What follows belongs to an exercise in optimizing a design on an open flow for small area and a short achievable clock period; a production flow would make more cautious choices. The RTL was checked by simulation tests, not by an equivalence proof against the original design. Power is estimated from default activity; no workload was simulated.

Setup of old:
==> flow/design.v <==
`timescale 1ns/1ps
`default_nettype none
module chu_vga_card_flip_core (
    input  logic        clk,
    input  logic        reset_n,
    input  logic [10:0] x,
    input  logic [10:0] y,
    input  logic        cs,
    input  logic        write,
    input  logic [13:0] addr,
    input  logic [31:0] wr_data,
    output logic [31:0] rd_data,
    output logic [13:0] glyph_addr,
    input  logic        glyph_pix,
    input  logic [11:0] si_rgb,
    output logic [11:0] so_rgb
);
    logic [5:0]  r_code [256];
    logic        r_hid  [256];
    logic [15:0] r_whi_n;
    logic [15:0] r_wlo_n;
    logic        r_wc;        
    logic [6:0]  r_wd;
    logic        r_busy;      
    logic        r_clr;       
    logic [7:0]  r_slot;
    logic [4:0]  r_progress;
    logic        r_frame_cnt;
    logic [1:0]  r_mode;
    logic [11:0] r_fg;
    logic        r_prev_origin;
    logic [15:0] r_rlo_n;     
    logic [15:0] r_rhi_n;     
    logic        r_match;     
    logic [3:0]  r_yin;
    logic [3:0]  r_xin;
    logic [11:0] r_si1;
    logic [11:0] r_si2;
    logic        w_tile_wr;
    logic        w_reg_wr;
    logic        w_flip_start;
    logic        w_origin;
    logic        w_strobe;
    logic        w_busy;
    logic        w_eng_clear;
    logic [7:0]  w_pix_slot;
    logic        w_reveal;
    logic [5:0]  w_eff_code;
    logic [11:0] w_avg;
    logic [11:0] w_blend;
    assign w_tile_wr    = cs & write & ~addr[13];
    assign w_reg_wr     = cs & write & addr[13];
    assign w_flip_start = w_reg_wr && (addr[2:0] == 3'd2);
    assign w_origin     = (x == 11'd0) && (y == 11'd0);
    assign w_strobe     = w_origin & ~r_prev_origin;
    assign w_busy       = r_busy;
    assign w_eng_clear  = r_clr && !w_tile_wr;
    assign w_pix_slot   = {y[6:4], x[8:4]};
    assign rd_data      = {w_busy, 23'd0, 3'd0, r_progress};
    logic        w_wv;
    logic [7:0]  w_wa;
    assign w_wv = w_tile_wr | w_eng_clear;
    assign w_wa = w_tile_wr ? addr[7:0] : r_slot;
    always_ff @(posedge clk) begin
        for (int j = 0; j < 16; j++) begin
            r_whi_n[j] <= !(w_wv && w_wa[7:4] == 4'(j));
            r_wlo_n[j] <= (w_wa[3:0] != 4'(j));
        end
        r_wc <= w_tile_wr;
        r_wd <= {w_tile_wr & wr_data[8], wr_data[5:0]};
    end
    logic [15:0] w_wlo_c_n;
    assign w_wlo_c_n = r_wlo_n | {16{~r_wc}};
    always_ff @(posedge clk) begin
        for (int i = 0; i < 256; i++) begin
            if (!(r_whi_n[i/16] | w_wlo_c_n[i%16])) r_code[i] <= r_wd[5:0];
            if (!(r_whi_n[i/16] | r_wlo_n[i%16]))   r_hid[i]  <= r_wd[6];
        end
    end
    always_ff @(posedge clk or negedge reset_n) begin
        if (!reset_n) begin
            r_mode <= 2'b00;
            r_fg   <= 12'hFFF;
        end else if (w_reg_wr) begin
            case (addr[2:0])
                3'd0:    r_mode <= wr_data[1:0];
                3'd1:    r_fg   <= wr_data[11:0];
                default: ;
            endcase
        end
    end
    always_ff @(posedge clk or negedge reset_n) begin
        if (!reset_n) r_prev_origin <= 1'b0;
        else          r_prev_origin <= w_origin;
    end
    logic       w_step;       
    logic [4:0] w_prog_inc;
    assign w_step     = r_busy & ~r_clr & r_frame_cnt & ~r_prev_origin;
    assign w_prog_inc = r_progress + 5'd1;
    always_ff @(posedge clk or negedge reset_n) begin
        if (!reset_n) begin
            r_busy      <= 1'b0;
            r_clr       <= 1'b0;
            r_slot      <= '0;
            r_progress  <= '0;
            r_frame_cnt <= 1'b0;
        end else if (!r_busy) begin
            if (w_flip_start) begin
                r_busy      <= 1'b1;
                r_slot      <= wr_data[7:0];
                r_progress  <= '0;
                r_frame_cnt <= 1'b0;
            end
        end else if (r_clr) begin
            if (!w_tile_wr) begin
                r_busy <= 1'b0;
                r_clr  <= 1'b0;
            end
        end else if (w_origin && !r_prev_origin) begin
            r_frame_cnt <= ~r_frame_cnt;
            if (w_step) begin
                r_progress <= w_prog_inc;
                r_clr      <= w_prog_inc[4];
            end
        end
    end
    logic [7:0]  w_slot_nx;
    assign w_slot_nx = (!r_busy && w_flip_start) ? wr_data[7:0] : r_slot;
    always_ff @(posedge clk) begin
        for (int j = 0; j < 16; j++) r_rlo_n[j] <= (w_pix_slot[3:0] != 4'(j));
        r_match <= (w_pix_slot == w_slot_nx);
    end
    always_ff @(posedge clk or negedge reset_n) begin
        if (!reset_n) begin
            r_rhi_n <= '1;
            r_yin   <= '0;
            r_xin   <= '0;
            r_si1   <= '0;
        end else begin
            for (int j = 0; j < 16; j++) r_rhi_n[j] <= (w_pix_slot[7:4] != 4'(j));
            r_yin   <= y[3:0];
            r_xin   <= x[3:0];
            r_si1   <= si_rgb;
        end
    end
    logic [255:0] w_sel;
    logic [6:0]   w_rd_n;
    always_comb begin
        for (int i = 0; i < 256; i++) w_sel[i] = ~(r_rhi_n[i/16] | r_rlo_n[i%16]);
    end
    for (genvar b = 0; b < 7; b++) begin : g_rd
        logic [255:0] w_d;
        logic [85:0]  w_t_n;
        for (genvar i = 0; i < 256; i++) begin : g_d
            if (b == 6) begin : g_h
                assign w_d[i] = r_hid[i];
            end else begin : g_c
                assign w_d[i] = r_code[i][b];
            end
        end
        for (genvar g = 0; g < 85; g++) begin : g_t
            card_aoi222 u_t (
                .a1(w_sel[3*g]),   .a2(w_d[3*g]),
                .b1(w_sel[3*g+1]), .b2(w_d[3*g+1]),
                .c1(w_sel[3*g+2]), .c2(w_d[3*g+2]),
                .y (w_t_n[g])
            );
        end
        card_nand2 u_t85 (.a(w_sel[255]), .b(w_d[255]), .y(w_t_n[85]));
        logic [21:0] w_u;
        logic [10:0] w_v_n;
        logic [2:0]  w_w;
        for (genvar g = 0; g < 21; g++) begin : g_u
            card_nand4 u_u (.a(w_t_n[4*g]), .b(w_t_n[4*g+1]), .c(w_t_n[4*g+2]),
                            .d(w_t_n[4*g+3]), .y(w_u[g]));
        end
        card_nand2 u_u21 (.a(w_t_n[84]), .b(w_t_n[85]), .y(w_u[21]));
        for (genvar g = 0; g < 11; g++) begin : g_v
            card_nor2 u_v (.a(w_u[2*g]), .b(w_u[2*g+1]), .y(w_v_n[g]));
        end
        card_nand4 u_w0 (.a(w_v_n[0]), .b(w_v_n[1]), .c(w_v_n[2]), .d(w_v_n[3]), .y(w_w[0]));
        card_nand4 u_w1 (.a(w_v_n[4]), .b(w_v_n[5]), .c(w_v_n[6]), .d(w_v_n[7]), .y(w_w[1]));
        card_nand3 u_w2 (.a(w_v_n[8]), .b(w_v_n[9]), .c(w_v_n[10]), .y(w_w[2]));
        card_nor3  u_x  (.a(w_w[0]), .b(w_w[1]), .c(w_w[2]), .y(w_rd_n[b]));
    end
    assign w_reveal   = w_busy && r_match && ({1'b0, r_yin} < r_progress);
    for (genvar b = 0; b < 6; b++) begin : g_eff
        card_o21ai u_e (.a1(w_rd_n[6]), .a2(w_reveal), .b1(w_rd_n[b]), .y(w_eff_code[b]));
    end
    always_ff @(posedge clk or negedge reset_n) begin
        if (!reset_n) begin
            glyph_addr <= '0;
            r_si2      <= '0;
            so_rgb     <= '0;
        end else begin
            glyph_addr <= {w_eff_code, r_yin, r_xin};
            r_si2      <= r_si1;
            so_rgb     <= w_blend;
        end
    end
    for (genvar i = 0; i < 3; i++) begin : g_ch
        logic [4:0] w_sum;
        assign w_sum = {1'b0, r_fg[i*4 +: 4]} + {1'b0, r_si2[i*4 +: 4]};
        assign w_avg[i*4 +: 4] = w_sum[4:1];
    end
    always_comb begin
        w_blend = r_si2;
        case (r_mode)
            2'b01:   w_blend = r_si2;
            2'b10:   if (glyph_pix) w_blend = w_avg;
            default: if (glyph_pix) w_blend = r_fg;
        endcase
    end
endmodule
module card_aoi222 (
    input  logic a1, a2, b1, b2, c1, c2,
    output logic y
);
    assign y = ~((a1 & a2) | (b1 & b2) | (c1 & c2));
endmodule
module card_o21ai (input logic a1, a2, b1, output logic y);
    assign y = ~((a1 | a2) & b1);
endmodule
module card_nand2 (input logic a, b, output logic y);
    assign y = ~(a & b);
endmodule
module card_nand3 (input logic a, b, c, output logic y);
    assign y = ~(a & b & c);
endmodule
module card_nand4 (input logic a, b, c, d, output logic y);
    assign y = ~(a & b & c & d);
endmodule
module card_nor2 (input logic a, b, output logic y);
    assign y = ~(a | b);
endmodule
module card_nor3 (input logic a, b, c, output logic y);
    assign y = ~(a | b | c);
endmodule
`default_nettype wire
export LEC_CHECK = 0
export CAP_MARGIN = 20
export CORE_MARGIN = 2
export CORE_UTILIZATION = 50
export CTS_CLUSTER_DIAMETER = 80
export CTS_CLUSTER_SIZE = 30
export PLACE_DENSITY = 0.62
export SLEW_MARGIN = 20
export SYNTH_HIERARCHICAL = 1
create_clock -name core_clock -period 10.0 [get_ports {clk}]
standard.sh (not shown) runs the stock make flow with config.mk's settings and CLKGATE_MAP_FILE= SYNTH_SCRIPT=/design/flow/synth_recipe.tcl, a recipe that flattens the netlist after the stock synthesis.
==> flow/flow/run.sh <==
#!/bin/bash
set -euo pipefail
cd "$(dirname "$0")/.."
bash standard.sh SETUP_SLACK_MARGIN=6.6 finish > standard_flow.log 2>&1
> inputs changed (old -> new)
--- a/flow/design.v
+++ b/flow/design.v
@@ -26,13 +26,13 @@
     logic [7:0]  r_slot;
     logic [4:0]  r_progress;
     logic        r_frame_cnt;
     logic [1:0]  r_mode;
     logic [11:0] r_fg;
     logic        r_prev_origin;
-    logic [15:0] r_rlo_n;     
+    logic [15:0] r_rlo_n [2];  
     logic [15:0] r_rhi_n;     
     logic        r_match;     
     logic [3:0]  r_yin;
     logic [3:0]  r_xin;
     logic [11:0] r_si1;
     logic [11:0] r_si2;
@@ -124,13 +124,15 @@
             end
         end
     end
     logic [7:0]  w_slot_nx;
     assign w_slot_nx = (!r_busy && w_flip_start) ? wr_data[7:0] : r_slot;
     always_ff @(posedge clk) begin
-        for (int j = 0; j < 16; j++) r_rlo_n[j] <= (w_pix_slot[3:0] != 4'(j));
+        for (int c = 0; c < 2; c++)
+            for (int j = 0; j < 16; j++)
+                r_rlo_n[c][j] <= !(w_pix_slot[3:0] == 4'(j) && w_pix_slot[7] == 1'(c));
         r_match <= (w_pix_slot == w_slot_nx);
     end
     always_ff @(posedge clk or negedge reset_n) begin
         if (!reset_n) begin
             r_rhi_n <= '1;
             r_yin   <= '0;
@@ -143,13 +145,13 @@
             r_si1   <= si_rgb;
         end
     end
     logic [255:0] w_sel;
     logic [6:0]   w_rd_n;
     always_comb begin
-        for (int i = 0; i < 256; i++) w_sel[i] = ~(r_rhi_n[i/16] | r_rlo_n[i%16]);
+        for (int i = 0; i < 256; i++) w_sel[i] = ~(r_rhi_n[i/16] | r_rlo_n[i/128][i%16]);
     end
     for (genvar b = 0; b < 7; b++) begin : g_rd
         logic [255:0] w_d;
         logic [85:0]  w_t_n;
         for (genvar i = 0; i < 256; i++) begin : g_d
             if (b == 6) begin : g_h
### Flow results
- More vias were needed by new than by old.
- Lower post-synthesis compound-gate area fraction goes to new over old.
- [compare] base=old new=new: largest vdd supply drop lower; reported sequential group power moved up; first-pass GRT wire length climbed 2.5 mm.
- new ran to completion and came out clean on the timing, DRC and antenna checks.
- Across both runs, number of buffers and inverters on the critical path was lower for new than for old.
- In new, cell area after layout is higher than in old.
- Against old, power density relative to cell area in new rose slightly.
- Cmp old and new / setup slack / higher: new

-- afterwards: timing with drivers on the ports --
In the flow no input, the clock included, has a driving cell. The finished layouts below were timed again as built, in two steps. Step 1: set_driving_cell puts a clkbuf_16 on clk and a buf_2 on each other input, an assumption about the parent block. Step 2 times the ports against the registers' clock, not the clock port: input delays grow and output delays shrink by t, the midpoint of the rising clock arrivals with the driver on. Three values: no drivers, after step 1, after step 2; two values: the first two.
run | shift t [ns] | setup slack, ns | worst hold slack (ns) | cell pins on the clock port's net
old | 0.799 | 6.504 / 6.504 / 5.903 | 0.349 / 0.349 / 0.349 | 1
new | 0.811 | 6.519 / 6.490 / 5.860 | 0.356 / 0.356 / 0.356 | 1
After both steps setup and hold are still met in every run listed. The setup slack of new, which loses most, moves by -0.029 ns with the drivers and by -0.659 ns with both steps.
